Background: an optimization exercise with open tools, aiming at small area and a short achievable clock period. Do not read the settings as production practice.
No functional check of the RTL was part of this run.
Power and IR drop assume default switching activity.

`flow/run.sh`:
```
#!/bin/bash
# synth_recipe.tcl (not shown) runs the flow's synth.tcl, then flattens the netlist and writes it again
# the make line also repeats each setting of config.mk as NAME=value (left out here)
make -C /OpenROAD-flow-scripts/flow DESIGN_CONFIG=/design/flow/config.mk WORK_HOME=/design/flow/orfs CLKGATE_MAP_FILE= SYNTH_SCRIPT=/design/flow/synth_recipe.tcl finish
```
`flow/config.mk`:
```
export PLATFORM = sky130hd
export DESIGN_NAME = rx_iq_fifo
export DESIGN_NICKNAME = rx_iq_fifo
export VERILOG_FILES = /design/flow/design.v
export SDC_FILE = /design/flow/constraint.sdc
export NUM_CORES = 4
export LEC_CHECK = 0
export CAP_MARGIN = 10
export CORE_MARGIN = 2
export CORE_UTILIZATION = 60
export CTS_CLUSTER_DIAMETER = 80
export CTS_CLUSTER_SIZE = 20
export PLACE_DENSITY = 0.7
export SETUP_SLACK_MARGIN = 1.45
export SLEW_MARGIN = 10
```
`flow/constraint.sdc`:
```
create_clock -name core_clock -period 3.5 [get_ports {clk_in}]
set_input_delay 0.7000 -clock core_clock [delete_from_list [all_inputs] [get_ports {clk_in}]]
set_output_delay 0.7000 -clock core_clock [all_outputs]
set_load 0.01 [all_outputs]
```
`flow/design.v`:
```
package iq_pkg;
  localparam int IQ_W              = 16;
  localparam int RX_FIFO_ADDR_W    = 6;
  localparam int RX_FIFO_AFULL_LVL = 48;
  localparam int STAT_RX_OVF_BIT   = 6;
  localparam int STAT_RX_UDF_BIT   = 7;
  function automatic logic [7:0] rx_fifo_status(input logic ovf, input logic udf);
    logic [7:0] s;
    s                  = '0;
    s[STAT_RX_OVF_BIT] = ovf;
    s[STAT_RX_UDF_BIT] = udf;
    rx_fifo_status = s;
  endfunction
endpackage
module iq_dpram #(
  parameter int DEPTH = 64,
  parameter int WIDTH = 32
) (
  input  logic                         clk_in,
  input  logic [DEPTH-1:0]             wr_sel,
  input  logic [WIDTH-1:0]             wr_dat,
  input  logic [DEPTH-1:0]             rd_sel,
  output logic [WIDTH-1:0]             rd_dat
);
  logic [DEPTH-1:0][WIDTH-1:0] mem_q;
  always_ff @(posedge clk_in) begin
    for (int i = 0; i < DEPTH; i++)
      if (wr_sel[i]) mem_q[i] <= wr_dat;
  end
  always_comb begin
    rd_dat = '0;
    for (int i = 0; i < DEPTH; i++)
      rd_dat = rd_dat | (mem_q[i] & {WIDTH{rd_sel[i]}});
  end
endmodule
import iq_pkg::*;
module rx_iq_fifo #(
  parameter int DATA_W    = IQ_W,
  parameter int ADDR_W    = RX_FIFO_ADDR_W,
  parameter int AFULL_LVL = RX_FIFO_AFULL_LVL
) (
  input  logic                     clk_in,
  input  logic                     rst,
  input  logic signed [DATA_W-1:0] in_I,
  input  logic signed [DATA_W-1:0] in_Q,
  input  logic                     in_valid,
  input  logic                     rd_req,
  output logic signed [DATA_W-1:0] out_I,
  output logic signed [DATA_W-1:0] out_Q,
  output logic                     out_valid,
  output logic [ADDR_W:0]          level,
  output logic                     empty,
  output logic                     almost_full,
  output logic                     overflow,
  output logic                     underflow,
  input  logic                     clr_flags
);
  localparam int DEPTH = 2**ADDR_W;
  localparam int LO_W  = ADDR_W / 2;
  localparam int HI_W  = ADDR_W - LO_W;
  localparam int NLO   = 2**LO_W;
  localparam int NHI   = 2**HI_W;
  logic [NLO-1:0]      wr_lo_q;
  logic [NHI-1:0]      wr_hi_q;
  logic [DEPTH-1:0]    rd_sel_q;
  logic [ADDR_W:0]     level_q, level_d;
  logic                empty_q, afull_q;
  logic                ovf_q, udf_q, out_vld_q;
  logic [2*DATA_W-1:0] out_q, rd_dat;
  logic                full, wr_fire, rd_fire, slot_free;
  logic [DEPTH-1:0]    wr_sel;
  assign full    = level_q[ADDR_W];
  assign rd_fire = rd_req && !empty_q;
  assign wr_fire = in_valid && (!full || rd_fire);
  assign slot_free = !full || rd_req;
  always_comb begin
    for (int i = 0; i < DEPTH; i++) begin
      wr_sel[i] = slot_free && wr_hi_q[i / NLO] && wr_lo_q[i % NLO];
    end
  end
  logic            wr_only, rd_only;
  logic [ADDR_W:0] level_inc, level_dec;
  logic            lvl_is1, lvl_is47, lvl_is48;
  assign wr_only   = wr_fire && !rd_fire;
  assign rd_only   = rd_fire && !wr_fire;
  assign level_inc = level_q + 1'b1;
  assign level_dec = level_q - 1'b1;
  assign lvl_is1   = (level_q == (ADDR_W+1)'(1));
  assign lvl_is47  = (level_q == (ADDR_W+1)'(AFULL_LVL-1));
  assign lvl_is48  = (level_q == (ADDR_W+1)'(AFULL_LVL));
  always_comb begin
    level_d = level_q;
    if (wr_only) level_d = level_inc;
    if (rd_only) level_d = level_dec;
  end
  always_ff @(posedge clk_in) begin
    if (rst) begin
      wr_lo_q   <= NLO'(1);
      wr_hi_q   <= NHI'(1);
      rd_sel_q  <= DEPTH'(1);
      level_q   <= '0;
      empty_q   <= 1'b1;
      afull_q   <= 1'b0;
      ovf_q     <= 1'b0;
      udf_q     <= 1'b0;
      out_vld_q <= 1'b0;
    end else begin
      if (wr_fire) begin
        wr_lo_q <= {wr_lo_q[NLO-2:0], wr_lo_q[NLO-1]};
        if (wr_lo_q[NLO-1]) wr_hi_q <= {wr_hi_q[NHI-2:0], wr_hi_q[NHI-1]};
      end
      if (rd_fire) rd_sel_q <= {rd_sel_q[DEPTH-2:0], rd_sel_q[DEPTH-1]};
      level_q   <= level_d;
      empty_q   <= (empty_q && !in_valid) || (lvl_is1 && rd_only);
      afull_q   <= (afull_q && !(lvl_is48 && rd_only)) || (lvl_is47 && wr_only);
      ovf_q     <= (ovf_q && !clr_flags) || (in_valid && !wr_fire);
      udf_q     <= (udf_q && !clr_flags) || (rd_req && !rd_fire);
      out_vld_q <= rd_fire;
    end
  end
  always_ff @(posedge clk_in) begin
    if (rst)          out_q <= '0;
    else if (rd_fire) out_q <= rd_dat;
  end
  iq_dpram #(
    .DEPTH (DEPTH),
    .WIDTH (2*DATA_W)
  ) u_ram (
    .clk_in (clk_in),
    .wr_sel (wr_sel),
    .wr_dat ({in_Q, in_I}),
    .rd_sel (rd_sel_q),
    .rd_dat (rd_dat)
  );
  assign out_I       = out_q[DATA_W-1:0];
  assign out_Q       = out_q[2*DATA_W-1:DATA_W];
  assign out_valid   = out_vld_q;
  assign level       = level_q;
  assign empty       = empty_q;
  assign almost_full = afull_q;
  assign overflow    = ovf_q;
  assign underflow   = udf_q;
endmodule
```
==> results.txt <==
-- state kept, by name, summed over array words and instances, names as in the netlist --
register,cells
wr_hi_q,8
udf_q,1
u_ram.mem_q,2048
level_q,7
afull_q,1
out_q,32
wr_lo_q,8
rd_sel_q,64
empty_q,1
out_vld_q,1
ovf_q,1
-- cells in the final DEF (no fill, tap or decap), types with 83 or more instances in the layout --
cell / n
a21oi_1: 114
a22oi_1: 768
buf_12: 97
buf_4: 246
clkbuf_1: 93
clkbuf_16: 123
dfxtp_4: 83
edfxtp_1: 2048
nand2_1: 155
nand4_1: 212
-- path summary, 6_finish.rpt --
kind                            slack (ns)                 to          from
worst min register to register        0.47            afull_q       afull_q
worst min-delay path                  0.36  u_ram.mem_q[1002]      in_I[10]
worst max-delay path                  0.95          out_q[27]  rd_sel_q[53]
worst max register to register        0.95          out_q[27]  rd_sel_q[53]
-- metrics by stage --
step	cell area (um^2)	power, mW	utilization	std cells
global route	88600	45.4	0.693	6309
floorplan	77800	29.4	-	4251
detailed placement	81800	30.3	0.639	5924
global placement	81700	30.2	0.639	5924
CTS	87900	44.4	0.688	6269
finish	88600	44.7	0.693	6324
-- per-layer routing --
layer	part of all wire	global-route usage	vias to the layer above
met3	0.20	0.230	1270
li1	-	-	18400
met1	0.31	0.588	25200
met4	0.080	0.267	34
met5	0.0016	0.000726	-
met2	0.41	0.624	6360
-- cells by family after synthesis --
family                   share of synthesized area
multiplexers                              0.000129
adder cells (fa/ha/maj)                   0.000969
AO/OA/AOI/OAI                                0.112
XOR/XNOR                                  0.000565
flip-flops                                   0.826
AND/OR/NAND/NOR                             0.0417
buffers and inverters                       0.0186
-- report_power, final --
group,switching [mW],internal (mW),total (mW)
logic,0.989,0.272,1.26
registers,0.116,28.4,28.5
clock network,8.21,6.73,14.9
-- final cells by class --
type	instances	area (um^2)
sequential	2172	64300
fill	7951	39300
multi-input combinational	1773	13500
timing repair buffer	466	5080
clock buffer	218	3440
tap	1662	2080
clock inverter	7	86.3
inverter	10	40.0
antenna	16	40.0
-- critical path, stage by stage, from the launching register on --
cell	delay (ns)
dfxtp_4	0.41
a222oi_1	0.81
nand4_1	0.55
nor4_4	0.52
a211oi_2	0.12
-- timing repair --
item | 4_1_cts | 5_1_grt
pin swaps | 142 | 61
cloned | 3 | 9
endpoints found under the setup margin | 989 | 278
resized for setup | 483 | 72
hold buffers | 0 | 0
buffers inserted | 117 | 30
==> reports/qor.csv <==
metric;value;unit
status;no timing/DRC/antenna violations;
fmax;0.391;GHz
worst hold slack;0.357;ns
worst vdd ir;0.488;mV
Yosys top cell by area;edfxtp_1;
dpl ws;0.321;ns
EDFF count, synth;2048;
Leak Pwr;27.1;nW
crit end category;register;
Hold WC Path Type;in2reg;
Final setup viols;0;
clk slew on worst S/H paths;0.08;ns
crit path kind;reg2reg;
final worst slack;0.945;ns
# H-tree levels;3;
GPL Wtd Cong;1.01;
Post-synth ARST share;0;
CORE AREA;0.128;mm^2
drc violations;0;
Avg Synthesized Cell Area;18.2;um^2
crit-path max FO;6;
I/O pin count;81;
row count;131;
number of max-cap violations;0;
clk latency of the worst-skew pair;0.80;ns
Initial Utilization;0.606;
clock sink count;2172;
reg2reg path depth;4;
syn_nets;4294;
Fin. Hold Viols;0;
Final min period;2.55;ns
DP HPWL;176000;um
top post-synthesis cells by area;edfxtp_1 (79%), a22oi_1 (7.8%), dfxtp_1 (3.2%), nand4_1 (1.7%), clkbuf_1 (0.93%);
most common cell in the netlist;edfxtp_1;
vias in the first global route;45700;
final cycle utilization of the critical path;0.730;
fraction of layout cells with a size suffix above 1;0.201;
clock root cell;clkbuf_16;
remaining antenna violation count after routing;0;
P&R area growth vs syn;14.4;%
DR vias;51200;
Ys Warns;2;
final wirelength;307000;um
nets;4585;
Initial DRC Count;12400;
CTS tree;built;
GRT Util Overall;0.456;
Detailed Routing Iterations Pass 1;7;
worst endpoint required time;4.15;ns
crit path DAT;3.20;ns
worst hold stages;1;
die area;0.132;mm^2
pwr/cell area;505;mW/mm^2
post-synthesis cell area;0.0775;mm^2
Rel. slew slack;0.194;
most frequent cells after synthesis;edfxtp_1 (2048), a22oi_1 (807), nand4_1 (212);
initial antenna violation count;21;
GRT Residual Overflow;0;
die span in y;363;um
dominant synthesized flop cell;edfxtp_1;
drt wl/cell;48.6;um
clock buffer depth;3;
RSZ-0062 raised after global routing;true;
Worst Max-Slew Pin Slew;1.21;ns
Slew Limit Fails;0;
setup TNS;0;ns
first-pass GRT wire length;398000;um
CTS buffer count;119;
drt via density;8.10;
CP Launch Type;register;
Die X;363;um
largest net degree at the start of global routing;97;
post-synth cell types;44;
Buffers on Ports;80;
register area share after synthesis;0.826;
skew final;0.0369;ns
top cell type's share of synthesized area;0.794;
flip-flop and latch count after synthesis;2172;
Cells after Synth;4251;

==> afterwards: timing with drivers on the ports <==
The flow's constraints put no driver on any port. The routed layout listed below was extracted and timed again, unchanged, in two steps. Step 1 assumes that a clkbuf_16 drives the clock port and a buf_2 every other input. Step 2 also shifts input and output timing later by t, the mid clock arrival at the registers, as if the neighbouring blocks saw the same clock. Three values: ideal, step 1, step 2; two values: the first two.
shift t [ns]: 0.855
setup slack, ns: 0.945 / 0.945 / 0.540
worst setup path at the end: input to register
cell pins on the clock port's net: 1
After both steps setup and hold are still met in this run. The setup slack of this run moves by 0.000 ns with the drivers and by -0.405 ns with both steps.
